Source: an optimization exercise on an open RTL-to-GDS flow (aim: small area). Production flows keep margins and buffers that such runs may drop.
At most, simulation tests tie the RTL to the original design; equivalence was not proved.
Function not checked in run 1: the RTL went through the layout flow alone.
The clock cells of runs 1 and 2 come from the design's own scripts or RTL, not from TritonCTS.
No driver is modelled on the clock port, so clock power and skew are understated where the tree is cut down; a real chip needs a root buffer or a tree.
Power figures rest on the tool's default switching activity, not on a simulated workload.

`flow/config.mk`:
```
export PLATFORM = sky130hd
export DESIGN_NAME = banner_scroller
export DESIGN_NICKNAME = banner_scroller
export VERILOG_FILES = /design/flow/design.v
export SDC_FILE = /design/flow/constraint.sdc
export NUM_CORES = 8
export LEC_CHECK = 0
export ABC_AREA = 1
export CAP_MARGIN = 5
export CORE_MARGIN = 2
export CORE_UTILIZATION = 60
export SLEW_MARGIN = 5
export SYNTH_HIERARCHICAL = 1
```
`flow/flow/abc_area.script`:
```
strash
dch
amap
topo
stime -c
```
`flow/flow/run.sh`:
```
#!/bin/bash
# Own layout flow: the standard ORFS flow (standard.sh) on a copy of ORFS's scripts, with
# these changes:
#  - ABC maps for area (amap) instead of ORFS's delay-driven "map -B 0.9" area script;
#  - port buffering uses the smallest buffer (buf_1) instead of the default choice;
#  - the clock tree is built by flow/mancts.tcl instead of clock_tree_synthesis: the clock
#    port drives a few leaf clock buffers, each driving one cluster of nearby registers.
# Every tool's output goes to ORFS's own per-step logs under orfs/logs, plus standard.log here.
set -euo pipefail
W=$PWD
CTS_LEAVES=3
CTS_BUF=sky130_fd_sc_hd__clkbuf_8
rm -rf "$W/scripts"
cp -r "$FLOW_HOME/scripts" "$W/scripts"
cp "$W/flow/abc_area.script" "$W/scripts/abc_area.script"
python3 - "$W/scripts/cts.tcl" "$W/flow/mancts.tcl" "$CTS_LEAVES" "$CTS_BUF" <<'PY'
import sys
path, man, n, buf = sys.argv[1:]
src = open(path).read()
old = "log_cmd clock_tree_synthesis {*}$cts_args"
assert src.count(old) == 1
src = src.replace(old, f"source {man}\nbench_manual_cts {n} {buf}\nset_propagated_clock [all_clocks]")
open(path, "w").write(src)
PY
export SCRIPTS_DIR="$W/scripts"
export BUFFER_PORTS_ARGS="-buffer_cell sky130_fd_sc_hd__buf_1"
bash "$W/standard.sh" > "$W/standard.log" 2>&1
```
`flow/design.v`:
```
package banner_scroller_pkg;
    localparam int WORD_W = 71;
    localparam int ROWS   = 15;
    localparam int WIN_W  = 32;
    localparam int GAP    = 8;
    localparam int ADDR_W = 5;
    localparam int OFF_W  = 7;
endpackage
import banner_scroller_pkg::*;
module bw_o22ai (input logic a1, input logic a2, input logic b1, input logic b2, output logic y);
    assign y = ~((a1 | a2) & (b1 | b2));
endmodule
module bw_a22oi (input logic a1, input logic a2, input logic b1, input logic b2, output logic y);
    assign y = ~((a1 & a2) | (b1 & b2));
endmodule
module bw_a222oi (input logic a1, input logic a2, input logic b1, input logic b2,
                  input logic c1, input logic c2, output logic y);
    assign y = ~((a1 & a2) | (b1 & b2) | (c1 & c2));
endmodule
module bw_nand2 (input logic a, input logic b, output logic y);
    assign y = ~(a & b);
endmodule
module bw_nor2 (input logic a, input logic b, output logic y);
    assign y = ~(a | b);
endmodule
module bw_inv (input logic a, output logic y);
    assign y = ~a;
endmodule
module banner_window_extract (
    input  logic [WORD_W-1:0] rom_data,
    input  logic [OFF_W-1:0]  offset,
    input  logic              load,
    input  logic [WIN_W-1:0]  pix_q,
    output logic [WIN_W-1:0]  pix_d
);
    wire s65_1;
    assign s65_1 = o5;
    wire s65_2;
    assign s65_2 = o6;
    wire s65_1_n;
    assign s65_1_n = o5_n;
    wire s65_2_n;
    assign s65_2_n = o6_n;
    wire o1_n;
    wire o1;
    wire o2_n;
    wire o2;
    wire o3_n;
    wire o3;
    wire o4_n;
    wire o4;
    wire o5_n;
    wire o5;
    wire o6_n;
    wire o6;
    wire s65_0_n;
    wire s65_0;
    wire lda_n;
    wire lda;
    wire ldb_n;
    wire ldb;
    wire hold;
    wire self_n0;
    wire self;
    wire self_n;
    wire w0;
    wire w1;
    wire w2;
    wire w3;
    wire w4;
    wire w5;
    wire w6;
    wire w7;
    wire w8;
    wire w9;
    wire w10;
    wire w11;
    wire w12;
    wire w13;
    wire w14;
    wire w15;
    wire w16;
    wire w17;
    wire w18;
    wire w19;
    wire w20;
    wire w21;
    wire w22;
    wire w23;
    wire w24;
    wire w25;
    wire w26;
    wire w27;
    wire w28;
    wire w29;
    wire w30;
    wire w31;
    wire w32;
    wire w33;
    wire w34;
    wire w35;
    wire w36;
    wire w37;
    wire w38;
    wire w39;
    wire w40;
    wire w41;
    wire w42;
    wire w43;
    wire w44;
    wire w45;
    wire w46;
    wire w47;
    wire w48;
    wire w49;
    wire w50;
    wire w51;
    wire w52;
    wire w53;
    wire w54;
    wire w55;
    wire w56;
    wire w57;
    wire w58;
    wire w59;
    wire w60;
    wire w61;
    wire w62;
    wire w63;
    wire w64;
    wire w65;
    wire w66;
    wire w67;
    wire w68;
    wire w69;
    wire w70;
    wire w71;
    wire w72;
    wire w73;
    wire w74;
    wire w75;
    wire w76;
    wire w77;
    wire w78;
    wire w79;
    wire w80;
    wire w81;
    wire w82;
    wire w83;
    wire w84;
    wire w85;
    wire w86;
    wire w87;
    wire w88;
    wire w89;
    wire w90;
    wire w91;
    wire w92;
    wire w93;
    wire w94;
    wire w95;
    wire w96;
    wire w97;
    wire w98;
    wire w99;
    wire w100;
    wire w101;
    wire w102;
    wire w103;
    wire w104;
    wire w105;
    wire w106;
    wire w107;
    wire w108;
    wire w109;
    wire w110;
    wire w111;
    wire w112;
    wire w113;
    wire w114;
    wire w115;
    wire w116;
    wire w117;
    wire w118;
    wire w119;
    wire w120;
    wire w121;
    wire w122;
    wire w123;
    wire w124;
    wire w125;
    wire w126;
    wire w127;
    wire w128;
    wire w129;
    wire w130;
    wire w131;
    wire w132;
    wire w133;
    wire w134;
    wire w135;
    wire w136;
    wire w137;
    wire w138;
    wire w139;
    wire w140;
    wire w141;
    wire w142;
    wire w143;
    wire w144;
    wire w145;
    wire w146;
    wire w147;
    wire w148;
    wire w149;
    wire w150;
    wire w151;
    wire w152;
    wire w153;
    wire w154;
    wire w155;
    wire w156;
    wire w157;
    wire w158;
    wire w159;
    wire w160;
    wire w161;
    wire w162;
    wire w163;
    wire w164;
    wire w165;
    wire w166;
    wire w167;
    wire w168;
    wire w169;
    wire w170;
    wire w171;
    wire w172;
    wire w173;
    wire w174;
    wire w175;
    wire w176;
    wire w177;
    wire w178;
    wire w179;
    wire w180;
    wire w181;
    wire w182;
    wire w183;
    wire w184;
    wire w185;
    wire w186;
    wire w187;
    wire w188;
    wire w189;
    wire w190;
    wire w191;
    wire w192;
    wire w193;
    wire w194;
    wire w195;
    wire w196;
    wire w197;
    wire w198;
    wire w199;
    wire w200;
    wire w201;
    wire w202;
    wire w203;
    wire w204;
    wire w205;
    wire w206;
    wire w207;
    wire w208;
    wire w209;
    wire w210;
    wire w211;
    wire w212;
    wire w213;
    wire w214;
    wire w215;
    wire w216;
    bw_inv u0 (.a(offset[1]), .y(o1_n));
    bw_inv u1 (.a(o1_n), .y(o1));
    bw_inv u2 (.a(offset[2]), .y(o2_n));
    bw_inv u3 (.a(o2_n), .y(o2));
    bw_inv u4 (.a(offset[3]), .y(o3_n));
    bw_inv u5 (.a(o3_n), .y(o3));
    bw_inv u6 (.a(offset[4]), .y(o4_n));
    bw_inv u7 (.a(o4_n), .y(o4));
    bw_inv u8 (.a(offset[5]), .y(o5_n));
    bw_inv u9 (.a(o5_n), .y(o5));
    bw_inv u10 (.a(offset[6]), .y(o6_n));
    bw_inv u11 (.a(o6_n), .y(o6));
    bw_nand2 u12 (.a(o5_n), .b(o6_n), .y(s65_0_n));
    bw_inv u13 (.a(s65_0_n), .y(s65_0));
    bw_nand2 u14 (.a(load), .b(o1_n), .y(lda_n));
    bw_inv u15 (.a(lda_n), .y(lda));
    bw_nand2 u16 (.a(load), .b(offset[1]), .y(ldb_n));
    bw_inv u17 (.a(ldb_n), .y(ldb));
    bw_inv u18 (.a(load), .y(hold));
    bw_nand2 u19 (.a(load), .b(offset[0]), .y(self_n0));
    bw_inv u20 (.a(self_n0), .y(self));
    bw_inv u21 (.a(self), .y(self_n));
    bw_a222oi u22 (.a1(s65_0), .a2(rom_data[70]), .b1(s65_1), .b2(rom_data[38]), .c1(s65_2), .c2(rom_data[6]), .y(w0));
    bw_a222oi u23 (.a1(s65_0), .a2(rom_data[54]), .b1(s65_1), .b2(rom_data[22]), .c1(s65_2), .c2(rom_data[69]), .y(w1));
    bw_o22ai u24 (.a1(w0), .a2(o4), .b1(w1), .b2(o4_n), .y(w2));
    bw_a22oi u25 (.a1(s65_0), .a2(rom_data[62]), .b1(s65_1), .b2(rom_data[30]), .y(w3));
    bw_a222oi u26 (.a1(s65_0), .a2(rom_data[46]), .b1(s65_1), .b2(rom_data[14]), .c1(s65_2), .c2(rom_data[61]), .y(w4));
    bw_o22ai u27 (.a1(w3), .a2(o4), .b1(w4), .b2(o4_n), .y(w5));
    bw_o22ai u28 (.a1(w2), .a2(o3), .b1(w5), .b2(o3_n), .y(w6));
    bw_a222oi u29 (.a1(s65_0), .a2(rom_data[66]), .b1(s65_1), .b2(rom_data[34]), .c1(s65_2), .c2(rom_data[2]), .y(w7));
    bw_a222oi u30 (.a1(s65_0), .a2(rom_data[50]), .b1(s65_1), .b2(rom_data[18]), .c1(s65_2), .c2(rom_data[65]), .y(w8));
    bw_o22ai u31 (.a1(w7), .a2(o4), .b1(w8), .b2(o4_n), .y(w9));
    bw_a22oi u32 (.a1(s65_0), .a2(rom_data[58]), .b1(s65_1), .b2(rom_data[26]), .y(w10));
    bw_a222oi u33 (.a1(s65_0), .a2(rom_data[42]), .b1(s65_1), .b2(rom_data[10]), .c1(s65_2), .c2(rom_data[57]), .y(w11));
    bw_o22ai u34 (.a1(w10), .a2(o4), .b1(w11), .b2(o4_n), .y(w12));
    bw_o22ai u35 (.a1(w9), .a2(o3), .b1(w12), .b2(o3_n), .y(w13));
    bw_o22ai u36 (.a1(w6), .a2(o2), .b1(w13), .b2(o2_n), .y(w14));
    bw_a222oi u37 (.a1(s65_0), .a2(rom_data[68]), .b1(s65_1), .b2(rom_data[36]), .c1(s65_2), .c2(rom_data[4]), .y(w15));
    bw_a222oi u38 (.a1(s65_0), .a2(rom_data[52]), .b1(s65_1), .b2(rom_data[20]), .c1(s65_2), .c2(rom_data[67]), .y(w16));
    bw_o22ai u39 (.a1(w15), .a2(o4), .b1(w16), .b2(o4_n), .y(w17));
    bw_a22oi u40 (.a1(s65_0), .a2(rom_data[60]), .b1(s65_1), .b2(rom_data[28]), .y(w18));
    bw_a222oi u41 (.a1(s65_0), .a2(rom_data[44]), .b1(s65_1), .b2(rom_data[12]), .c1(s65_2), .c2(rom_data[59]), .y(w19));
    bw_o22ai u42 (.a1(w18), .a2(o4), .b1(w19), .b2(o4_n), .y(w20));
    bw_o22ai u43 (.a1(w17), .a2(o3), .b1(w20), .b2(o3_n), .y(w21));
    bw_a222oi u44 (.a1(s65_0), .a2(rom_data[64]), .b1(s65_1), .b2(rom_data[32]), .c1(s65_2), .c2(rom_data[0]), .y(w22));
    bw_a222oi u45 (.a1(s65_0), .a2(rom_data[48]), .b1(s65_1), .b2(rom_data[16]), .c1(s65_2), .c2(rom_data[63]), .y(w23));
    bw_o22ai u46 (.a1(w22), .a2(o4), .b1(w23), .b2(o4_n), .y(w24));
    bw_a22oi u47 (.a1(s65_0), .a2(rom_data[56]), .b1(s65_1), .b2(rom_data[24]), .y(w25));
    bw_a222oi u48 (.a1(s65_0), .a2(rom_data[40]), .b1(s65_1), .b2(rom_data[8]), .c1(s65_2), .c2(rom_data[55]), .y(w26));
    bw_o22ai u49 (.a1(w25), .a2(o4), .b1(w26), .b2(o4_n), .y(w27));
    bw_o22ai u50 (.a1(w24), .a2(o3), .b1(w27), .b2(o3_n), .y(w28));
    bw_o22ai u51 (.a1(w21), .a2(o2), .b1(w28), .b2(o2_n), .y(w29));
    bw_a222oi u52 (.a1(lda), .a2(w14), .b1(ldb), .b2(w29), .c1(hold), .c2(pix_q[31]), .y(w30));
    bw_a222oi u53 (.a1(s65_0), .a2(rom_data[69]), .b1(s65_1), .b2(rom_data[37]), .c1(s65_2), .c2(rom_data[5]), .y(w31));
    bw_a222oi u54 (.a1(s65_0), .a2(rom_data[53]), .b1(s65_1), .b2(rom_data[21]), .c1(s65_2), .c2(rom_data[68]), .y(w32));
    bw_o22ai u55 (.a1(w31), .a2(o4), .b1(w32), .b2(o4_n), .y(w33));
    bw_a22oi u56 (.a1(s65_0), .a2(rom_data[61]), .b1(s65_1), .b2(rom_data[29]), .y(w34));
    bw_a222oi u57 (.a1(s65_0), .a2(rom_data[45]), .b1(s65_1), .b2(rom_data[13]), .c1(s65_2), .c2(rom_data[60]), .y(w35));
    bw_o22ai u58 (.a1(w34), .a2(o4), .b1(w35), .b2(o4_n), .y(w36));
    bw_o22ai u59 (.a1(w33), .a2(o3), .b1(w36), .b2(o3_n), .y(w37));
    bw_a222oi u60 (.a1(s65_0), .a2(rom_data[65]), .b1(s65_1), .b2(rom_data[33]), .c1(s65_2), .c2(rom_data[1]), .y(w38));
    bw_a222oi u61 (.a1(s65_0), .a2(rom_data[49]), .b1(s65_1), .b2(rom_data[17]), .c1(s65_2), .c2(rom_data[64]), .y(w39));
    bw_o22ai u62 (.a1(w38), .a2(o4), .b1(w39), .b2(o4_n), .y(w40));
    bw_a22oi u63 (.a1(s65_0), .a2(rom_data[57]), .b1(s65_1), .b2(rom_data[25]), .y(w41));
    bw_a222oi u64 (.a1(s65_0), .a2(rom_data[41]), .b1(s65_1), .b2(rom_data[9]), .c1(s65_2), .c2(rom_data[56]), .y(w42));
    bw_o22ai u65 (.a1(w41), .a2(o4), .b1(w42), .b2(o4_n), .y(w43));
    bw_o22ai u66 (.a1(w40), .a2(o3), .b1(w43), .b2(o3_n), .y(w44));
    bw_o22ai u67 (.a1(w37), .a2(o2), .b1(w44), .b2(o2_n), .y(w45));
    bw_a222oi u68 (.a1(s65_0), .a2(rom_data[67]), .b1(s65_1), .b2(rom_data[35]), .c1(s65_2), .c2(rom_data[3]), .y(w46));
    bw_a222oi u69 (.a1(s65_0), .a2(rom_data[51]), .b1(s65_1), .b2(rom_data[19]), .c1(s65_2), .c2(rom_data[66]), .y(w47));
    bw_o22ai u70 (.a1(w46), .a2(o4), .b1(w47), .b2(o4_n), .y(w48));
    bw_a22oi u71 (.a1(s65_0), .a2(rom_data[59]), .b1(s65_1), .b2(rom_data[27]), .y(w49));
    bw_a222oi u72 (.a1(s65_0), .a2(rom_data[43]), .b1(s65_1), .b2(rom_data[11]), .c1(s65_2), .c2(rom_data[58]), .y(w50));
    bw_o22ai u73 (.a1(w49), .a2(o4), .b1(w50), .b2(o4_n), .y(w51));
    bw_o22ai u74 (.a1(w48), .a2(o3), .b1(w51), .b2(o3_n), .y(w52));
    bw_a22oi u75 (.a1(s65_0), .a2(rom_data[63]), .b1(s65_1), .b2(rom_data[31]), .y(w53));
    bw_a222oi u76 (.a1(s65_0), .a2(rom_data[47]), .b1(s65_1), .b2(rom_data[15]), .c1(s65_2), .c2(rom_data[62]), .y(w54));
    bw_o22ai u77 (.a1(w53), .a2(o4), .b1(w54), .b2(o4_n), .y(w55));
    bw_a222oi u78 (.a1(s65_0), .a2(rom_data[55]), .b1(s65_1), .b2(rom_data[23]), .c1(s65_2), .c2(rom_data[70]), .y(w56));
    bw_a222oi u79 (.a1(s65_0), .a2(rom_data[39]), .b1(s65_1), .b2(rom_data[7]), .c1(s65_2), .c2(rom_data[54]), .y(w57));
    bw_o22ai u80 (.a1(w56), .a2(o4), .b1(w57), .b2(o4_n), .y(w58));
    bw_o22ai u81 (.a1(w55), .a2(o3), .b1(w58), .b2(o3_n), .y(w59));
    bw_o22ai u82 (.a1(w52), .a2(o2), .b1(w59), .b2(o2_n), .y(w60));
    bw_a222oi u83 (.a1(lda), .a2(w45), .b1(ldb), .b2(w60), .c1(hold), .c2(pix_q[30]), .y(w61));
    bw_a222oi u84 (.a1(s65_0), .a2(rom_data[38]), .b1(s65_1), .b2(rom_data[6]), .c1(s65_2), .c2(rom_data[53]), .y(w62));
    bw_o22ai u85 (.a1(w1), .a2(o4), .b1(w62), .b2(o4_n), .y(w63));
    bw_o22ai u86 (.a1(w5), .a2(o3), .b1(w63), .b2(o3_n), .y(w64));
    bw_o22ai u87 (.a1(w13), .a2(o2), .b1(w64), .b2(o2_n), .y(w65));
    bw_a222oi u88 (.a1(lda), .a2(w29), .b1(ldb), .b2(w65), .c1(hold), .c2(pix_q[29]), .y(w66));
    bw_a222oi u89 (.a1(s65_0), .a2(rom_data[37]), .b1(s65_1), .b2(rom_data[5]), .c1(s65_2), .c2(rom_data[52]), .y(w67));
    bw_o22ai u90 (.a1(w32), .a2(o4), .b1(w67), .b2(o4_n), .y(w68));
    bw_o22ai u91 (.a1(w36), .a2(o3), .b1(w68), .b2(o3_n), .y(w69));
    bw_o22ai u92 (.a1(w44), .a2(o2), .b1(w69), .b2(o2_n), .y(w70));
    bw_a222oi u93 (.a1(lda), .a2(w60), .b1(ldb), .b2(w70), .c1(hold), .c2(pix_q[28]), .y(w71));
    bw_a222oi u94 (.a1(s65_0), .a2(rom_data[36]), .b1(s65_1), .b2(rom_data[4]), .c1(s65_2), .c2(rom_data[51]), .y(w72));
    bw_o22ai u95 (.a1(w16), .a2(o4), .b1(w72), .b2(o4_n), .y(w73));
    bw_o22ai u96 (.a1(w20), .a2(o3), .b1(w73), .b2(o3_n), .y(w74));
    bw_o22ai u97 (.a1(w28), .a2(o2), .b1(w74), .b2(o2_n), .y(w75));
    bw_a222oi u98 (.a1(lda), .a2(w65), .b1(ldb), .b2(w75), .c1(hold), .c2(pix_q[27]), .y(w76));
    bw_a222oi u99 (.a1(s65_0), .a2(rom_data[35]), .b1(s65_1), .b2(rom_data[3]), .c1(s65_2), .c2(rom_data[50]), .y(w77));
    bw_o22ai u100 (.a1(w47), .a2(o4), .b1(w77), .b2(o4_n), .y(w78));
    bw_o22ai u101 (.a1(w51), .a2(o3), .b1(w78), .b2(o3_n), .y(w79));
    bw_o22ai u102 (.a1(w59), .a2(o2), .b1(w79), .b2(o2_n), .y(w80));
    bw_a222oi u103 (.a1(lda), .a2(w70), .b1(ldb), .b2(w80), .c1(hold), .c2(pix_q[26]), .y(w81));
    bw_a222oi u104 (.a1(s65_0), .a2(rom_data[34]), .b1(s65_1), .b2(rom_data[2]), .c1(s65_2), .c2(rom_data[49]), .y(w82));
    bw_o22ai u105 (.a1(w8), .a2(o4), .b1(w82), .b2(o4_n), .y(w83));
    bw_o22ai u106 (.a1(w12), .a2(o3), .b1(w83), .b2(o3_n), .y(w84));
    bw_o22ai u107 (.a1(w64), .a2(o2), .b1(w84), .b2(o2_n), .y(w85));
    bw_a222oi u108 (.a1(lda), .a2(w75), .b1(ldb), .b2(w85), .c1(hold), .c2(pix_q[25]), .y(w86));
    bw_a222oi u109 (.a1(s65_0), .a2(rom_data[33]), .b1(s65_1), .b2(rom_data[1]), .c1(s65_2), .c2(rom_data[48]), .y(w87));
    bw_o22ai u110 (.a1(w39), .a2(o4), .b1(w87), .b2(o4_n), .y(w88));
    bw_o22ai u111 (.a1(w43), .a2(o3), .b1(w88), .b2(o3_n), .y(w89));
    bw_o22ai u112 (.a1(w69), .a2(o2), .b1(w89), .b2(o2_n), .y(w90));
    bw_a222oi u113 (.a1(lda), .a2(w80), .b1(ldb), .b2(w90), .c1(hold), .c2(pix_q[24]), .y(w91));
    bw_a222oi u114 (.a1(s65_0), .a2(rom_data[32]), .b1(s65_1), .b2(rom_data[0]), .c1(s65_2), .c2(rom_data[47]), .y(w92));
    bw_o22ai u115 (.a1(w23), .a2(o4), .b1(w92), .b2(o4_n), .y(w93));
    bw_o22ai u116 (.a1(w27), .a2(o3), .b1(w93), .b2(o3_n), .y(w94));
    bw_o22ai u117 (.a1(w74), .a2(o2), .b1(w94), .b2(o2_n), .y(w95));
    bw_a222oi u118 (.a1(lda), .a2(w85), .b1(ldb), .b2(w95), .c1(hold), .c2(pix_q[23]), .y(w96));
    bw_a22oi u119 (.a1(s65_0), .a2(rom_data[31]), .b1(s65_2), .b2(rom_data[46]), .y(w97));
    bw_o22ai u120 (.a1(w54), .a2(o4), .b1(w97), .b2(o4_n), .y(w98));
    bw_o22ai u121 (.a1(w58), .a2(o3), .b1(w98), .b2(o3_n), .y(w99));
    bw_o22ai u122 (.a1(w79), .a2(o2), .b1(w99), .b2(o2_n), .y(w100));
    bw_a222oi u123 (.a1(lda), .a2(w90), .b1(ldb), .b2(w100), .c1(hold), .c2(pix_q[22]), .y(w101));
    bw_a22oi u124 (.a1(s65_0), .a2(rom_data[30]), .b1(s65_2), .b2(rom_data[45]), .y(w102));
    bw_o22ai u125 (.a1(w4), .a2(o4), .b1(w102), .b2(o4_n), .y(w103));
    bw_o22ai u126 (.a1(w63), .a2(o3), .b1(w103), .b2(o3_n), .y(w104));
    bw_o22ai u127 (.a1(w84), .a2(o2), .b1(w104), .b2(o2_n), .y(w105));
    bw_a222oi u128 (.a1(lda), .a2(w95), .b1(ldb), .b2(w105), .c1(hold), .c2(pix_q[21]), .y(w106));
    bw_a22oi u129 (.a1(s65_0), .a2(rom_data[29]), .b1(s65_2), .b2(rom_data[44]), .y(w107));
    bw_o22ai u130 (.a1(w35), .a2(o4), .b1(w107), .b2(o4_n), .y(w108));
    bw_o22ai u131 (.a1(w68), .a2(o3), .b1(w108), .b2(o3_n), .y(w109));
    bw_o22ai u132 (.a1(w89), .a2(o2), .b1(w109), .b2(o2_n), .y(w110));
    bw_a222oi u133 (.a1(lda), .a2(w100), .b1(ldb), .b2(w110), .c1(hold), .c2(pix_q[20]), .y(w111));
    bw_a22oi u134 (.a1(s65_0), .a2(rom_data[28]), .b1(s65_2), .b2(rom_data[43]), .y(w112));
    bw_o22ai u135 (.a1(w19), .a2(o4), .b1(w112), .b2(o4_n), .y(w113));
    bw_o22ai u136 (.a1(w73), .a2(o3), .b1(w113), .b2(o3_n), .y(w114));
    bw_o22ai u137 (.a1(w94), .a2(o2), .b1(w114), .b2(o2_n), .y(w115));
    bw_a222oi u138 (.a1(lda), .a2(w105), .b1(ldb), .b2(w115), .c1(hold), .c2(pix_q[19]), .y(w116));
    bw_a22oi u139 (.a1(s65_0), .a2(rom_data[27]), .b1(s65_2), .b2(rom_data[42]), .y(w117));
    bw_o22ai u140 (.a1(w50), .a2(o4), .b1(w117), .b2(o4_n), .y(w118));
    bw_o22ai u141 (.a1(w78), .a2(o3), .b1(w118), .b2(o3_n), .y(w119));
    bw_o22ai u142 (.a1(w99), .a2(o2), .b1(w119), .b2(o2_n), .y(w120));
    bw_a222oi u143 (.a1(lda), .a2(w110), .b1(ldb), .b2(w120), .c1(hold), .c2(pix_q[18]), .y(w121));
    bw_a22oi u144 (.a1(s65_0), .a2(rom_data[26]), .b1(s65_2), .b2(rom_data[41]), .y(w122));
    bw_o22ai u145 (.a1(w11), .a2(o4), .b1(w122), .b2(o4_n), .y(w123));
    bw_o22ai u146 (.a1(w83), .a2(o3), .b1(w123), .b2(o3_n), .y(w124));
    bw_o22ai u147 (.a1(w104), .a2(o2), .b1(w124), .b2(o2_n), .y(w125));
    bw_a222oi u148 (.a1(lda), .a2(w115), .b1(ldb), .b2(w125), .c1(hold), .c2(pix_q[17]), .y(w126));
    bw_a22oi u149 (.a1(s65_0), .a2(rom_data[25]), .b1(s65_2), .b2(rom_data[40]), .y(w127));
    bw_o22ai u150 (.a1(w42), .a2(o4), .b1(w127), .b2(o4_n), .y(w128));
    bw_o22ai u151 (.a1(w88), .a2(o3), .b1(w128), .b2(o3_n), .y(w129));
    bw_o22ai u152 (.a1(w109), .a2(o2), .b1(w129), .b2(o2_n), .y(w130));
    bw_a222oi u153 (.a1(lda), .a2(w120), .b1(ldb), .b2(w130), .c1(hold), .c2(pix_q[16]), .y(w131));
    bw_nand2 u154 (.a(s65_0), .b(rom_data[24]), .y(w132));
    bw_o22ai u155 (.a1(w26), .a2(o4), .b1(w132), .b2(o4_n), .y(w133));
    bw_o22ai u156 (.a1(w93), .a2(o3), .b1(w133), .b2(o3_n), .y(w134));
    bw_o22ai u157 (.a1(w114), .a2(o2), .b1(w134), .b2(o2_n), .y(w135));
    bw_a222oi u158 (.a1(lda), .a2(w125), .b1(ldb), .b2(w135), .c1(hold), .c2(pix_q[15]), .y(w136));
    bw_o22ai u159 (.a1(rom_data[23]), .a2(o5), .b1(rom_data[70]), .b2(o5_n), .y(w137));
    bw_o22ai u160 (.a1(w57), .a2(o4), .b1(w137), .b2(o4_n), .y(w138));
    bw_o22ai u161 (.a1(w98), .a2(o3), .b1(w138), .b2(o3_n), .y(w139));
    bw_o22ai u162 (.a1(w119), .a2(o2), .b1(w139), .b2(o2_n), .y(w140));
    bw_a222oi u163 (.a1(lda), .a2(w130), .b1(ldb), .b2(w140), .c1(hold), .c2(pix_q[14]), .y(w141));
    bw_o22ai u164 (.a1(rom_data[22]), .a2(o5), .b1(rom_data[69]), .b2(o5_n), .y(w142));
    bw_o22ai u165 (.a1(w62), .a2(o4), .b1(w142), .b2(o4_n), .y(w143));
    bw_o22ai u166 (.a1(w103), .a2(o3), .b1(w143), .b2(o3_n), .y(w144));
    bw_o22ai u167 (.a1(w124), .a2(o2), .b1(w144), .b2(o2_n), .y(w145));
    bw_a222oi u168 (.a1(lda), .a2(w135), .b1(ldb), .b2(w145), .c1(hold), .c2(pix_q[13]), .y(w146));
    bw_o22ai u169 (.a1(rom_data[21]), .a2(o5), .b1(rom_data[68]), .b2(o5_n), .y(w147));
    bw_o22ai u170 (.a1(w67), .a2(o4), .b1(w147), .b2(o4_n), .y(w148));
    bw_o22ai u171 (.a1(w108), .a2(o3), .b1(w148), .b2(o3_n), .y(w149));
    bw_o22ai u172 (.a1(w129), .a2(o2), .b1(w149), .b2(o2_n), .y(w150));
    bw_a222oi u173 (.a1(lda), .a2(w140), .b1(ldb), .b2(w150), .c1(hold), .c2(pix_q[12]), .y(w151));
    bw_o22ai u174 (.a1(rom_data[20]), .a2(o5), .b1(rom_data[67]), .b2(o5_n), .y(w152));
    bw_o22ai u175 (.a1(w72), .a2(o4), .b1(w152), .b2(o4_n), .y(w153));
    bw_o22ai u176 (.a1(w113), .a2(o3), .b1(w153), .b2(o3_n), .y(w154));
    bw_o22ai u177 (.a1(w134), .a2(o2), .b1(w154), .b2(o2_n), .y(w155));
    bw_a222oi u178 (.a1(lda), .a2(w145), .b1(ldb), .b2(w155), .c1(hold), .c2(pix_q[11]), .y(w156));
    bw_o22ai u179 (.a1(rom_data[19]), .a2(o5), .b1(rom_data[66]), .b2(o5_n), .y(w157));
    bw_o22ai u180 (.a1(w77), .a2(o4), .b1(w157), .b2(o4_n), .y(w158));
    bw_o22ai u181 (.a1(w118), .a2(o3), .b1(w158), .b2(o3_n), .y(w159));
    bw_o22ai u182 (.a1(w139), .a2(o2), .b1(w159), .b2(o2_n), .y(w160));
    bw_a222oi u183 (.a1(lda), .a2(w150), .b1(ldb), .b2(w160), .c1(hold), .c2(pix_q[10]), .y(w161));
    bw_o22ai u184 (.a1(rom_data[18]), .a2(o5), .b1(rom_data[65]), .b2(o5_n), .y(w162));
    bw_o22ai u185 (.a1(w82), .a2(o4), .b1(w162), .b2(o4_n), .y(w163));
    bw_o22ai u186 (.a1(w123), .a2(o3), .b1(w163), .b2(o3_n), .y(w164));
    bw_o22ai u187 (.a1(w144), .a2(o2), .b1(w164), .b2(o2_n), .y(w165));
    bw_a222oi u188 (.a1(lda), .a2(w155), .b1(ldb), .b2(w165), .c1(hold), .c2(pix_q[9]), .y(w166));
    bw_o22ai u189 (.a1(rom_data[17]), .a2(o5), .b1(rom_data[64]), .b2(o5_n), .y(w167));
    bw_o22ai u190 (.a1(w87), .a2(o4), .b1(w167), .b2(o4_n), .y(w168));
    bw_o22ai u191 (.a1(w128), .a2(o3), .b1(w168), .b2(o3_n), .y(w169));
    bw_o22ai u192 (.a1(w149), .a2(o2), .b1(w169), .b2(o2_n), .y(w170));
    bw_a222oi u193 (.a1(lda), .a2(w160), .b1(ldb), .b2(w170), .c1(hold), .c2(pix_q[8]), .y(w171));
    bw_o22ai u194 (.a1(rom_data[16]), .a2(o5), .b1(rom_data[63]), .b2(o5_n), .y(w172));
    bw_o22ai u195 (.a1(w92), .a2(o4), .b1(w172), .b2(o4_n), .y(w173));
    bw_o22ai u196 (.a1(w133), .a2(o3), .b1(w173), .b2(o3_n), .y(w174));
    bw_o22ai u197 (.a1(w154), .a2(o2), .b1(w174), .b2(o2_n), .y(w175));
    bw_a222oi u198 (.a1(lda), .a2(w165), .b1(ldb), .b2(w175), .c1(hold), .c2(pix_q[7]), .y(w176));
    bw_o22ai u199 (.a1(rom_data[15]), .a2(o5), .b1(rom_data[62]), .b2(o5_n), .y(w177));
    bw_o22ai u200 (.a1(w97), .a2(o4), .b1(w177), .b2(o4_n), .y(w178));
    bw_o22ai u201 (.a1(w138), .a2(o3), .b1(w178), .b2(o3_n), .y(w179));
    bw_o22ai u202 (.a1(w159), .a2(o2), .b1(w179), .b2(o2_n), .y(w180));
    bw_a222oi u203 (.a1(lda), .a2(w170), .b1(ldb), .b2(w180), .c1(hold), .c2(pix_q[6]), .y(w181));
    bw_o22ai u204 (.a1(rom_data[14]), .a2(o5), .b1(rom_data[61]), .b2(o5_n), .y(w182));
    bw_o22ai u205 (.a1(w102), .a2(o4), .b1(w182), .b2(o4_n), .y(w183));
    bw_o22ai u206 (.a1(w143), .a2(o3), .b1(w183), .b2(o3_n), .y(w184));
    bw_o22ai u207 (.a1(w164), .a2(o2), .b1(w184), .b2(o2_n), .y(w185));
    bw_a222oi u208 (.a1(lda), .a2(w175), .b1(ldb), .b2(w185), .c1(hold), .c2(pix_q[5]), .y(w186));
    bw_o22ai u209 (.a1(rom_data[13]), .a2(o5), .b1(rom_data[60]), .b2(o5_n), .y(w187));
    bw_o22ai u210 (.a1(w107), .a2(o4), .b1(w187), .b2(o4_n), .y(w188));
    bw_o22ai u211 (.a1(w148), .a2(o3), .b1(w188), .b2(o3_n), .y(w189));
    bw_o22ai u212 (.a1(w169), .a2(o2), .b1(w189), .b2(o2_n), .y(w190));
    bw_a222oi u213 (.a1(lda), .a2(w180), .b1(ldb), .b2(w190), .c1(hold), .c2(pix_q[4]), .y(w191));
    bw_o22ai u214 (.a1(rom_data[12]), .a2(o5), .b1(rom_data[59]), .b2(o5_n), .y(w192));
    bw_o22ai u215 (.a1(w112), .a2(o4), .b1(w192), .b2(o4_n), .y(w193));
    bw_o22ai u216 (.a1(w153), .a2(o3), .b1(w193), .b2(o3_n), .y(w194));
    bw_o22ai u217 (.a1(w174), .a2(o2), .b1(w194), .b2(o2_n), .y(w195));
    bw_a222oi u218 (.a1(lda), .a2(w185), .b1(ldb), .b2(w195), .c1(hold), .c2(pix_q[3]), .y(w196));
    bw_o22ai u219 (.a1(rom_data[11]), .a2(o5), .b1(rom_data[58]), .b2(o5_n), .y(w197));
    bw_o22ai u220 (.a1(w117), .a2(o4), .b1(w197), .b2(o4_n), .y(w198));
    bw_o22ai u221 (.a1(w158), .a2(o3), .b1(w198), .b2(o3_n), .y(w199));
    bw_o22ai u222 (.a1(w179), .a2(o2), .b1(w199), .b2(o2_n), .y(w200));
    bw_a222oi u223 (.a1(lda), .a2(w190), .b1(ldb), .b2(w200), .c1(hold), .c2(pix_q[2]), .y(w201));
    bw_o22ai u224 (.a1(rom_data[10]), .a2(o5), .b1(rom_data[57]), .b2(o5_n), .y(w202));
    bw_o22ai u225 (.a1(w122), .a2(o4), .b1(w202), .b2(o4_n), .y(w203));
    bw_o22ai u226 (.a1(w163), .a2(o3), .b1(w203), .b2(o3_n), .y(w204));
    bw_o22ai u227 (.a1(w184), .a2(o2), .b1(w204), .b2(o2_n), .y(w205));
    bw_a222oi u228 (.a1(lda), .a2(w195), .b1(ldb), .b2(w205), .c1(hold), .c2(pix_q[1]), .y(w206));
    bw_o22ai u229 (.a1(rom_data[9]), .a2(o5), .b1(rom_data[56]), .b2(o5_n), .y(w207));
    bw_o22ai u230 (.a1(w127), .a2(o4), .b1(w207), .b2(o4_n), .y(w208));
    bw_o22ai u231 (.a1(w168), .a2(o3), .b1(w208), .b2(o3_n), .y(w209));
    bw_o22ai u232 (.a1(w189), .a2(o2), .b1(w209), .b2(o2_n), .y(w210));
    bw_a222oi u233 (.a1(lda), .a2(w200), .b1(ldb), .b2(w210), .c1(hold), .c2(pix_q[0]), .y(w211));
    bw_o22ai u234 (.a1(rom_data[8]), .a2(o5), .b1(rom_data[55]), .b2(o5_n), .y(w212));
    bw_o22ai u235 (.a1(w132), .a2(o4), .b1(w212), .b2(o4_n), .y(w213));
    bw_o22ai u236 (.a1(w173), .a2(o3), .b1(w213), .b2(o3_n), .y(w214));
    bw_o22ai u237 (.a1(w194), .a2(o2), .b1(w214), .b2(o2_n), .y(w215));
    bw_o22ai u238 (.a1(w205), .a2(o1), .b1(w215), .b2(o1_n), .y(w216));
    bw_o22ai u239 (.a1(w30), .a2(self), .b1(w61), .b2(self_n), .y(pix_d[31]));
    bw_o22ai u240 (.a1(w61), .a2(self), .b1(w66), .b2(self_n), .y(pix_d[30]));
    bw_o22ai u241 (.a1(w66), .a2(self), .b1(w71), .b2(self_n), .y(pix_d[29]));
    bw_o22ai u242 (.a1(w71), .a2(self), .b1(w76), .b2(self_n), .y(pix_d[28]));
    bw_o22ai u243 (.a1(w76), .a2(self), .b1(w81), .b2(self_n), .y(pix_d[27]));
    bw_o22ai u244 (.a1(w81), .a2(self), .b1(w86), .b2(self_n), .y(pix_d[26]));
    bw_o22ai u245 (.a1(w86), .a2(self), .b1(w91), .b2(self_n), .y(pix_d[25]));
    bw_o22ai u246 (.a1(w91), .a2(self), .b1(w96), .b2(self_n), .y(pix_d[24]));
    bw_o22ai u247 (.a1(w96), .a2(self), .b1(w101), .b2(self_n), .y(pix_d[23]));
    bw_o22ai u248 (.a1(w101), .a2(self), .b1(w106), .b2(self_n), .y(pix_d[22]));
    bw_o22ai u249 (.a1(w106), .a2(self), .b1(w111), .b2(self_n), .y(pix_d[21]));
    bw_o22ai u250 (.a1(w111), .a2(self), .b1(w116), .b2(self_n), .y(pix_d[20]));
    bw_o22ai u251 (.a1(w116), .a2(self), .b1(w121), .b2(self_n), .y(pix_d[19]));
    bw_o22ai u252 (.a1(w121), .a2(self), .b1(w126), .b2(self_n), .y(pix_d[18]));
    bw_o22ai u253 (.a1(w126), .a2(self), .b1(w131), .b2(self_n), .y(pix_d[17]));
    bw_o22ai u254 (.a1(w131), .a2(self), .b1(w136), .b2(self_n), .y(pix_d[16]));
    bw_o22ai u255 (.a1(w136), .a2(self), .b1(w141), .b2(self_n), .y(pix_d[15]));
    bw_o22ai u256 (.a1(w141), .a2(self), .b1(w146), .b2(self_n), .y(pix_d[14]));
    bw_o22ai u257 (.a1(w146), .a2(self), .b1(w151), .b2(self_n), .y(pix_d[13]));
    bw_o22ai u258 (.a1(w151), .a2(self), .b1(w156), .b2(self_n), .y(pix_d[12]));
    bw_o22ai u259 (.a1(w156), .a2(self), .b1(w161), .b2(self_n), .y(pix_d[11]));
    bw_o22ai u260 (.a1(w161), .a2(self), .b1(w166), .b2(self_n), .y(pix_d[10]));
    bw_o22ai u261 (.a1(w166), .a2(self), .b1(w171), .b2(self_n), .y(pix_d[9]));
    bw_o22ai u262 (.a1(w171), .a2(self), .b1(w176), .b2(self_n), .y(pix_d[8]));
    bw_o22ai u263 (.a1(w176), .a2(self), .b1(w181), .b2(self_n), .y(pix_d[7]));
    bw_o22ai u264 (.a1(w181), .a2(self), .b1(w186), .b2(self_n), .y(pix_d[6]));
    bw_o22ai u265 (.a1(w186), .a2(self), .b1(w191), .b2(self_n), .y(pix_d[5]));
    bw_o22ai u266 (.a1(w191), .a2(self), .b1(w196), .b2(self_n), .y(pix_d[4]));
    bw_o22ai u267 (.a1(w196), .a2(self), .b1(w201), .b2(self_n), .y(pix_d[3]));
    bw_o22ai u268 (.a1(w201), .a2(self), .b1(w206), .b2(self_n), .y(pix_d[2]));
    bw_o22ai u269 (.a1(w206), .a2(self), .b1(w211), .b2(self_n), .y(pix_d[1]));
    bw_o22ai u270 (.a1(w211), .a2(self), .b1(w216), .b2(self_n), .y(pix_d[0]));
endmodule
import banner_scroller_pkg::*;
module banner_scroller (
    input  logic              clk,
    input  logic              rst_n,
    input  logic              enable,
    input  logic              scroll_tick,
    output logic [ADDR_W-1:0] rom_addr,
    input  logic [WORD_W-1:0] rom_data,
    output logic              row_valid,
    input  logic              row_ready,
    output logic [3:0]        row_idx,
    output logic [WIN_W-1:0]  row_pixels,
    output logic              frame_done,
    output logic [OFF_W-1:0]  offset
);
    logic             st1_q, st0_q;
    logic [3:0]       idx_q;
    logic [WIN_W-1:0] pix_q;
    logic             fd_q;
    logic [OFF_W-1:0] off_q;
    logic             pend_q;
    logic [WIN_W-1:0] pix_d;
    banner_window_extract u_extract (
        .rom_data (rom_data),
        .offset   (off_q),
        .load     (st1_q & st0_q),
        .pix_q    (pix_q),
        .pix_d    (pix_d)
    );
    wire present = st1_q & ~st0_q;
    wire accept  = present & row_ready;
    wire last    = &idx_q[3:1];
    wire fend    = accept & last;
    wire off_wrap = off_q[6] & off_q[3] & off_q[2] & off_q[1];
    always_ff @(posedge clk) begin
        pix_q <= pix_d;
    end
    always_ff @(posedge clk) begin
        if (!rst_n) begin
            st1_q  <= 1'b0;
            st0_q  <= 1'b0;
            idx_q  <= '0;
            fd_q   <= 1'b0;
            off_q  <= '0;
            pend_q <= 1'b0;
        end else begin
            st1_q  <= st0_q | (st1_q & ~row_ready);
            st0_q  <= st1_q ? (~st0_q & row_ready & enable) : (st0_q | enable);
            fd_q   <= fend;
            pend_q <= scroll_tick | (pend_q & ~fend);
            if (accept) idx_q <= last ? 4'd0 : idx_q + 4'd1;
            if (fend & pend_q) off_q <= off_wrap ? '0 : off_q + 7'd1;
        end
    end
    assign rom_addr   = {1'b0, idx_q};
    assign row_valid  = present;
    assign row_idx    = idx_q;
    assign row_pixels = pix_q;
    assign frame_done = fd_q;
    assign offset     = off_q;
endmodule
```
`flow/standard.sh`:
```
#!/bin/bash
# synth_recipe.tcl (not shown) runs the flow's synth.tcl, then flattens the netlist and writes it again
# the make line also repeats each setting of config.mk as NAME=value (left out here)
make -C /OpenROAD-flow-scripts/flow DESIGN_CONFIG=/design/flow/config.mk WORK_HOME=/design/flow/orfs CLKGATE_MAP_FILE= SYNTH_SCRIPT=/design/flow/synth_recipe.tcl "${@:-finish}"
```
`flow/constraint.sdc`:
```
create_clock -name core_clock -period 7.0 [get_ports {clk}]
set_input_delay 1.4000 -clock core_clock [delete_from_list [all_inputs] [get_ports {clk}]]
set_output_delay 1.4000 -clock core_clock [all_outputs]
set_load 0.01 [all_outputs]
```
`flow/flow/mancts.tcl`:
```
# Manual clock buffering: the clock port drives N leaf buffers directly, each leaf drives the
# clock pins of one cluster of registers (k-means on register positions).
proc my_manual_cts { nleaf master_name } {
  set block [ord::get_db_block]
  set clknet [$block findNet clk]
  set master [[ord::get_db] findMaster $master_name]
  set sinks {}
  foreach it [$clknet getITerms] {
    set inst [$it getInst]
    lassign [$inst getLocation] x y
    lappend sinks [list $it $x $y]
  }
  set n [llength $sinks]
  # initial centers: spread along sorted x
  set sorted [lsort -integer -index 1 $sinks]
  set centers {}
  for {set k 0} {$k < $nleaf} {incr k} {
    set s [lindex $sorted [expr {int(($k + 0.5) * $n / $nleaf)}]]
    lappend centers [list [lindex $s 1] [lindex $s 2]]
  }
  for {set iter 0} {$iter < 50} {incr iter} {
    set groups {}
    for {set k 0} {$k < $nleaf} {incr k} { lappend groups {} }
    foreach s $sinks {
      set best 0; set bd 1e30
      for {set k 0} {$k < $nleaf} {incr k} {
        lassign [lindex $centers $k] cx cy
        set d [expr {abs([lindex $s 1]-$cx) + abs([lindex $s 2]-$cy)}]
        if {$d < $bd} {set bd $d; set best $k}
      }
      lset groups $best [concat [lindex $groups $best] [list $s]]
    }
    set newc {}
    for {set k 0} {$k < $nleaf} {incr k} {
      set g [lindex $groups $k]
      if {[llength $g] == 0} { lappend newc [lindex $centers $k]; continue }
      set sx 0; set sy 0
      foreach s $g { set sx [expr {$sx + [lindex $s 1]}]; set sy [expr {$sy + [lindex $s 2]}] }
      lappend newc [list [expr {int($sx / [llength $g])}] [expr {int($sy / [llength $g])}]]
    }
    set centers $newc
  }
  for {set k 0} {$k < $nleaf} {incr k} {
    set g [lindex $groups $k]
    if {[llength $g] == 0} continue
    set net [odb::dbNet_create $block "clknet_leaf_$k"]
    $net setSigType CLOCK
    set inst [odb::dbInst_create $block $master "clkbuf_leaf_$k"]
    [$inst findITerm A] connect $clknet
    [$inst findITerm X] connect $net
    foreach s $g { set it [lindex $s 0]; $it disconnect; $it connect $net }
    lassign [lindex $centers $k] cx cy
    $inst setLocation $cx $cy
    $inst setPlacementStatus PLACED
    puts "clock leaf $k: [llength $g] sinks at $cx $cy"
  }
  $clknet setSigType CLOCK
}
```
==> results.py, run 1 <==
metrics = {
    "outcome": {
        "status": "finished clean",
    },
    "critical_path": {
        "r2r_start": "off_q[5]",
        "start_kind": "register",
        "cp-startpoint": "off_q[5]",
        "cp_common_cell": "o22ai_1",
        "worstPathCellList": "clkinv_1 > nand2_1 > clkinv_1 > a222oi_1 > o22ai_1 > o22ai_1 > o22ai_1 > a222oi_1 > o22ai_1",
        "worstPathArrival_ns": 4.35,
        "critical_path.max_fanout": 47,
        "worst_path_largest_cell_delay_ns": 0.90,
        "cp.required_ns": 7.01,
        "critPathCaptureType": "register",
        "cp_slowest_cell": "clkinv_1",
        "crit_type": "reg2reg",
    },
    "synth": {
        "ys.flop_type": "dfxtp_1",
        "synthTopCellsByCount": "172 x o22ai_1, 63 x a222oi_1, 47 x dfxtp_1",
        "synth.net_count": 456,
        "synth_top_area_frac": 0.341,
        "yosys.area.top_type": "o22ai_1",
        "yosysWarnings": 7,
        "ys_seq_area_frac": 0.298,
        "synthMostInstantiatedCell": "o22ai_1",
        "ys_types": 22,
        "netlist_area_sq_um": 3160,
        "synth_area_leaders": "o22ai_1 34%, dfxtp_1 30%, a222oi_1 20%",
        "synth_seq_cells": 47,
        "syn_inst": 378,
        "avgSynthCellArea_sq_um": 8.36,
        "synth-async-reset-ratio": 0,
        "synth_edf_count": 0,
    },
    "clock_network": {
        "clock_latency_ns": 0.16,
        "ctsResizeCount": 0,
        "cts_setup_buffers": 0,
        "cts.reportedPaths.clkPinSlew_ns": 0.10,
        "hold_buffers": 0,
    },
    "hold_path": {
        "hold_path_class": "reg2reg",
        "worstHoldStart": "pend_q",
    },
    "power_and_ir_drop": {
        "intPower_uw": 466,
        "powerDensity_nw_per_um2": 193,
        "pwr-share-clk": 0.146,
        "p_switching_uw": 255,
        "ir_drop_v": 0.000247,
        "p_sw_frac": 0.354,
        "combPwrFrac": 0.348,
        "leakagePower_uw": 0.00113,
        "seqPwrFrac": 0.506,
        "total_power_uw": 721,
    },
    "sta": {
        "post-route-period-util": 0.620,
        "worst_pin_slew_ns": 1.15,
        "hold_viol_final": 0,
        "setup_viol": 0,
        "finalMaxSlewViolations": 0,
        "holdWs_ns": 0.490,
        "rsz0062_at_grt": "false",
        "skew_ns": 0.0178,
        "fin_setup_tns_ns": 0,
        "min_period_ns": 4.34,
        "clock.fmax_mhz": 230,
        "slew_headroom": 0.228,
    },
    "grt": {
        "grt_pass1_wl_um": 17500,
        "grt-ovfl-total": 0,
        "antenna_found_initial": 0,
        "grt_pass1_vias": 3639,
        "grt_max_degree": 49,
        "gr-usage-all-layers": 0.348,
    },
    "die": {
        "start_util": 0.619,
        "die_h_um": 76.6,
        "dieArea_sq_um": 5860,
        "dieWidth_um": 76.6,
        "rows": 26,
        "core_sq_um": 5110,
        "ios": 126,
    },
    "route": {
        "vias": 4339,
        "via_per_inst": 7.59,
        "dr.pass1.iters": 8,
        "detail-route-antenna-nets": 0,
        "wire_per_inst_um": 19.4,
        "wl_um": 11100,
        "drc": 0,
        "drt_iter0_drc": 737,
    },
    "cells_and_area": {
        "fin_area_sq_um": 3730,
        "area_delta_synth_final_pct": 18.1,
        "drive_gt1_frac": 0.00996,
        "antenna_cells": 0,
        "nNetsFinal": 582,
    },
    "place": {
        "place_congestion": 0.992,
        "portBuffers": 124,
        "post_dp_cell_area_sq_um": 3690,
        "dp_hpwl_um": 8230,
    },
    "flow_run": {
        "cap_violations": 0,
    },
}
layout make-up:
class                           count  area [sq um]
Buffer                              3          41.3
Fill cell                         433          1380
Inverter                           23          86.3
Multi-Input combinational cell    303          2090
Sequential cell                    47           941
Tap cell                           70          87.6
Timing Repair Buffer              126           480
critical path: cells and delay by family (launching register included):
kind                   cells  cell delay [ns]
DFF                        1             0.40
and+or+nand+nor            1             0.22
buffers and inverters      2             1.35
AOI/OAI and AO/OA          6             2.24
per-stage QoR:
| step | util | worst slack (ns) | instances |
|---|---|---|---|
| 2_1_floorplan | - | 3.75 | 378 |
| 5_1_grt | 0.731 | 2.34 | 572 |
| 3_3_place_gp | 0.722 | 2.99 | 569 |
| 6_report | 0.731 | 2.66 | 572 |
| 3_5_place_dp | 0.722 | 2.90 | 569 |
| 4_1_cts | 0.731 | 2.87 | 572 |
modules after synthesis, one instance, submodules excluded, excerpt:
module	flops+latches	cells	times used
banner_scroller	47	107	1
bw_a222oi	0	1	63
bw_a22oi	0	1	15
bw_inv	0	1	18
bw_nand2	0	1	5
bw_o22ai	0	1	170
placed cells by master (no fill, tap or decap), types with 2 or more instances in the layout:
cell,count
a22oi_1,15
nor2_1,17
clkinv_1,23
buf_4,2
nand2_1,9
a211oi_1,5
dfxtp_1,47
buf_1,124
nor2b_1,3
o22ai_1,172
ha_1,2
nor3_1,2
a222oi_1,63
a21oi_1,4
o21ai_0,2
clkbuf_8,3
nand3_1,2
state kept, by name (all words and copies together), names as in the netlist:
signal / count
off_q: 7
st0_q: 1
fd_q: 1
pix_q: 32
pend_q: 1
st1_q: 1
idx_q: 4
final timing paths:
path	cells past startpoint	end	slack [ns]
max	9	pix_q[26]	2.66
min	2	pend_q	0.49
max reg2reg	9	pix_q[26]	2.66
min reg2reg	2	pend_q	0.49
layer usage:
metal  track usage  part of all wire
met1         0.513              0.42
met2         0.565              0.45
met3        0.0190              0.11
met4        0.0745             0.023
met5             0                 0
power groups by stage:
stage          Clock (uW)  Sequential [uW]  Combinational, uW
2_1_floorplan           0              392                119
4_1_cts               106              363                246
3_3_place_gp            0              368                237
5_1_grt               113              370                272
3_5_place_dp            0              369                245
6_report              105              365                251
kinds of logic (layout without fill, tap and decap cells):
family | Yosys count | in the layout | synth area share
AO/OA/AOI/OAI | 264 | 264 | 0.605
flip-flops | 47 | 47 | 0.298
AND/OR/NAND/NOR | 36 | 36 | 0.0491
buffers and inverters | 28 | 152 | 0.0392
adder cells (fa/ha/maj) | 2 | 2 | 0.00792
other | 1 | 1 | 0.00119
==> inputs of run 2 (changes only) <==
--- a/flow/design.v
+++ b/flow/design.v
@@ -586,4 +586,5 @@
     wire last    = &idx_q[3:1];
     wire fend    = accept & last;
+    wire ostep = fend & pend_q;
     wire off_wrap = off_q[6] & off_q[3] & off_q[2] & off_q[1];
     always_ff @(posedge clk) begin
@@ -603,6 +604,15 @@
             fd_q   <= fend;
             pend_q <= scroll_tick | (pend_q & ~fend);
-            if (accept) idx_q <= last ? 4'd0 : idx_q + 4'd1;
-            if (fend & pend_q) off_q <= off_wrap ? '0 : off_q + 7'd1;
+            idx_q[0] <= idx_q[0] ^ (accept & ~last);
+            idx_q[1] <= ~fend & (idx_q[1] ^ (accept & idx_q[0]));
+            idx_q[2] <= ~fend & (idx_q[2] ^ (accept & idx_q[0] & idx_q[1]));
+            idx_q[3] <= ~fend & (idx_q[3] ^ (accept & idx_q[0] & idx_q[1] & idx_q[2]));
+            off_q[0] <= off_q[0] ^ (ostep & ~off_wrap);
+            off_q[1] <= ~(ostep & off_wrap) & (off_q[1] ^ (ostep & off_q[0]));
+            off_q[2] <= ~(ostep & off_wrap) & (off_q[2] ^ (ostep & (&off_q[1:0])));
+            off_q[3] <= ~(ostep & off_wrap) & (off_q[3] ^ (ostep & (&off_q[2:0])));
+            off_q[4] <= off_q[4] ^ (ostep & (&off_q[3:0]));
+            off_q[5] <= off_q[5] ^ (ostep & (&off_q[4:0]));
+            off_q[6] <= ~(ostep & off_wrap) & (off_q[6] ^ (ostep & (&off_q[5:0])));
         end
     end
==> results.py, run 2 <==
metrics = {
    "die": {
        "dieWidth_um": 76.2,
        "dieArea_sq_um": 5810,
        "core_sq_um": 5070,
        "rows": 26,
        "die_h_um": 76.2,
        "start_util": 0.617,
        "ios": 126,
    },
    "sta": {
        "fin_setup_tns_ns": 0,
        "setup_viol": 0,
        "min_period_ns": 3.66,
        "clock.fmax_mhz": 273,
        "holdWs_ns": 0.488,
        "rsz0062_at_grt": "false",
        "hold_viol_final": 0,
        "post-route-period-util": 0.523,
        "skew_ns": 0.0319,
        "finalMaxSlewViolations": 0,
        "worst_pin_slew_ns": 1.12,
        "slew_headroom": 0.250,
    },
    "route": {
        "met1Wirelength_um": 4520,
        "route.top_layer_used": "met4",
        "drc": 0,
        "vias": 4341,
        "wire_per_inst_um": 18.8,
        "wl_met3_um": 1290,
        "dr.pass1.iters": 9,
        "drt_iter0_drc": 714,
        "wl_um": 10700,
        "met2_length_um": 4620,
        "detail-route-antenna-nets": 0,
        "via_per_inst": 7.60,
    },
    "synth": {
        "synth-async-reset-ratio": 0,
        "ys_seq_area_frac": 0.300,
        "ys_types": 22,
        "ys.flop_type": "dfxtp_1",
        "synthMostInstantiatedCell": "o22ai_1",
        "syn_inst": 374,
        "synth_edf_count": 0,
        "yosysWarnings": 7,
        "synth_seq_cells": 47,
        "yosys.area.top_type": "o22ai_1",
        "netlist_area_sq_um": 3130,
        "avgSynthCellArea_sq_um": 8.37,
        "synthTopCellsByCount": "170 x o22ai_1, 63 x a222oi_1, 47 x dfxtp_1",
        "synth.net_count": 452,
        "synth_area_leaders": "o22ai_1 34%, dfxtp_1 30%, a222oi_1 20%",
        "synth_top_area_frac": 0.340,
    },
    "critical_path": {
        "worst_path_largest_cell_delay_ns": 0.50,
        "cp_slowest_cell": "a222oi_1",
        "critical_path.top_delay_family": "compound AO/OA/AOI/OAI gates",
        "critPathCaptureType": "register",
        "worstPathCellList": "clkinv_1 > nand2_1 > clkinv_1 > buf_16 > a222oi_1 > o22ai_1 > o22ai_1 > o22ai_1 > a222oi_1 > o22ai_1",
        "cp_common_cell": "o22ai_1",
        "r2r_slack_ns": 3.34,
        "worstPathArrival_ns": 3.69,
        "critical_path.max_fanout": 34,
        "start_kind": "register",
        "cp.required_ns": 7.03,
        "crit_type": "reg2reg",
        "path_buf_inv": 3,
    },
    "power_and_ir_drop": {
        "leakagePower_uw": 0.00115,
        "ir_drop_v": 0.000252,
        "powerDensity_nw_per_um2": 192,
    },
    "cells_and_area": {
        "final_cell_mix": "170 x o22ai_1, 124 x buf_1, 63 x a222oi_1",
        "drive_gt1_frac": 0.0160,
        "largest_register_ffs": 32,
        "antenna_cells": 0,
        "area_delta_synth_final_pct": 19.6,
        "top_register": "pix_q",
        "nNetsFinal": 581,
        "reg_top3": "pix_q: 32 flops, off_q: 7 flops, idx_q: 4 flops",
        "final_common_cell": "o22ai_1",
    },
    "clock_network": {
        "cts.reportedPaths.clkPinSlew_ns": 0.11,
        "cts_setup_buffers": 0,
        "hold_buffers": 0,
        "ctsResizeCount": 0,
        "clock_latency_ns": 0.16,
    },
    "grt": {
        "grt_pass1_vias": 3427,
        "grt_pass1_wl_um": 16900,
        "gr-usage-all-layers": 0.335,
        "grt_max_degree": 56,
        "grt-ovfl-total": 0,
        "antenna_found_initial": 0,
    },
    "flow_run": {
        "cap_violations": 0,
    },
    "hold_path": {
        "hold_path_class": "reg2reg",
    },
    "place": {
        "portBuffers": 124,
        "dp_hpwl_um": 7900,
        "place_congestion": 0.926,
    },
    "outcome": {
        "status": "finished clean",
    },
}
[run 2: changes by cell type after synthesis, moves of 2 or more]
| cell | previous run | this run |
|---|---|---|
| and3_1 | 1 | 4 |
| and2_0 | 0 | 2 |
| a211oi_1 | 5 | 1 |
| o22ai_1 | 172 | 170 |
| nand2_1 | 9 | 7 |
| nor2b_1 | 3 | 1 |
| nor3_1 | 2 | 4 |
[run 2: worst min-delay path, cell delays in order, from the launching register on]
cell and delay (ns):
dfxtp_1 0.34, clkinv_1 0.06, a21oi_1 0.05
[run 2: final cells by class]
cell class / count / area (sq um)
well taps: 70 / 87.6
inverters: 23 / 86.3
plain buffers: 3 / 41.3
repair buffers: 129 / 523
multi-input cells: 299 / 2070
flip-flops and latches: 47 / 941
fillers: 437 / 1330
[run 2: logic make-up (layout without fill, tap and decap cells)]
family,after synthesis,after routing,share of synthesized area
other cells,1,1,0.00120
fa+ha+maj,2,2,0.00799
buf+inv,28,155,0.0396
simple gates,40,40,0.0579
compound gates,256,256,0.593
flops,47,47,0.300
[run 2: path summary, 6_finish.rpt]
path,start,to,cells after the start
hold / removal,idx_q[0],idx_q[0],2
setup / recovery,off_q[5],pix_q[5],10
setup reg to reg,off_q[5],pix_q[5],10
hold reg to reg,idx_q[0],idx_q[0],2
[run 2: per-module statistics from Yosys, one instance, submodules excluded, a selection]
module	cells inside	cell area [sq um]
bw_a222oi	1	10.0
bw_inv	1	3.75
bw_o22ai	1	6.26
bw_nand2	1	3.75
banner_scroller	103	1240
bw_a22oi	1	7.51
[run 2: per-layer routing]
| layer | GRT usage | vias to the layer above |
|---|---|---|
| li1 | - | 2031 |
| met3 | 0.0332 | 29 |
| met1 | 0.513 | 1948 |
| met4 | 0.0891 | 0 |
| met2 | 0.501 | 333 |
| met5 | 0 | - |
[run 2: where the power goes]
part	switching, uW	internal (uW)	total (uW)
Combinational	150	96.4	247
Clock	65.9	39.7	106
Sequential	37.0	329	366
[run 2: stage by stage]
stage	util	cell area [sq um]	cells	worst slack, ns	total power [uW]
after detailed placement	0.725	3680	567	2.94	610
final	0.738	3750	571	3.34	718
after global routing	0.738	3750	571	3.13	754
after global placement	0.725	3680	567	3.11	603
after floorplan	-	3130	374	3.78	509
after CTS	0.733	3720	570	2.97	712
==> inputs of run 3 (changes only) <==
--- a/flow/flow/run.sh
+++ b/flow/flow/run.sh
@@ -9,6 +9,6 @@
 set -euo pipefail
 W=$PWD
-CTS_LEAVES=3
-CTS_BUF=sky130_fd_sc_hd__clkbuf_8
+CTS_LEAVES=4
+CTS_BUF=sky130_fd_sc_hd__clkbuf_4
 rm -rf "$W/scripts"
 cp -r "$FLOW_HOME/scripts" "$W/scripts"
--- a/flow/config.mk
+++ b/flow/config.mk
@@ -9,5 +9,5 @@
 export CAP_MARGIN = 5
 export CORE_MARGIN = 2
-export CORE_UTILIZATION = 60
+export CORE_UTILIZATION = 80
 export SLEW_MARGIN = 5
 export SYNTH_HIERARCHICAL = 1
==> results.py, run 3 <==
metrics = {
    "outcome": {
        "status": "stopped before the end",
        "lastStage": "global placement without I/O",
        "error": "[ERROR GPL-0301] Utilization 102.800 % exceeds 100%.",
    },
    "synth": {
        "synth_edf_count": 0,
        "yosys.area.top_type": "o22ai_1",
        "netlist_area_sq_um": 3130,
        "synth_seq_cells": 47,
        "synthMostInstantiatedCell": "o22ai_1",
        "synth_top_area_frac": 0.340,
        "synth.net_count": 452,
        "syn_inst": 374,
        "ys_types": 22,
        "synth_area_leaders": "o22ai_1 34%, dfxtp_1 30%, a222oi_1 20%",
        "ys.flop_type": "dfxtp_1",
        "avgSynthCellArea_sq_um": 8.37,
        "synth-async-reset-ratio": 0,
        "yosysWarnings": 7,
        "synthTopCellsByCount": "170 x o22ai_1, 63 x a222oi_1, 47 x dfxtp_1",
        "ys_seq_area_frac": 0.300,
    },
    "die": {
        "die_h_um": 66.6,
        "rows": 22,
        "start_util": 0.843,
        "dieWidth_um": 66.6,
    },
}
==> run 3: cell counts after synthesis <==
No cell type changed its count.
==> run 3: Yosys stat by module (local to each module, per instance), excerpt <==
module / area (sq um) / flops+latches / cells inside
bw_inv: 3.75 / 0 / 1
bw_o22ai: 6.26 / 0 / 1
banner_scroller: 1240 / 47 / 103
bw_a22oi: 7.51 / 0 / 1
bw_nand2: 3.75 / 0 / 1
bw_a222oi: 10.0 / 0 / 1
==> run 3: kinds of logic after synthesis <==
| family | count (synthesis) | share of synthesized area |
|---|---|---|
| AO/OA/AOI/OAI | 256 | 0.593 |
| flip-flops | 47 | 0.300 |
| AND/OR/NAND/NOR | 40 | 0.0579 |
| buffers and inverters | 28 | 0.0396 |
| adder cells (fa/ha/maj) | 2 | 0.00799 |
| other | 1 | 0.00120 |

[separate check: timing with driven ports]
No port has a modelled driver above. Below, the same layouts with a new extraction and two added sets of constraints. Step 1 assumes that a clkbuf_16 drives the clock port and a buf_2 every other input. Step 2, shift: input delay + t, output delay - t, t = (earliest + latest rising clock arrival at the registers) / 2. This alone moves slack from input paths to output paths. Slacks: ideal / step 1 / step 2; pairs: ideal / step 1.
run | t, ns | setup WS [ns] | hold slack, ns | worst slew at a driven data input, ns | pins driven straight from the clock port
run 1 | 0.194 | 2.659 / 2.659 / 2.659 | 0.490 / 0.490 / 0.490 | 0.04 | 3
run 2 | 0.193 | 3.338 / 3.338 / 3.338 | 0.488 / 0.488 / 0.488 | 0.04 | 3
After both steps setup and hold are still met in every run listed.
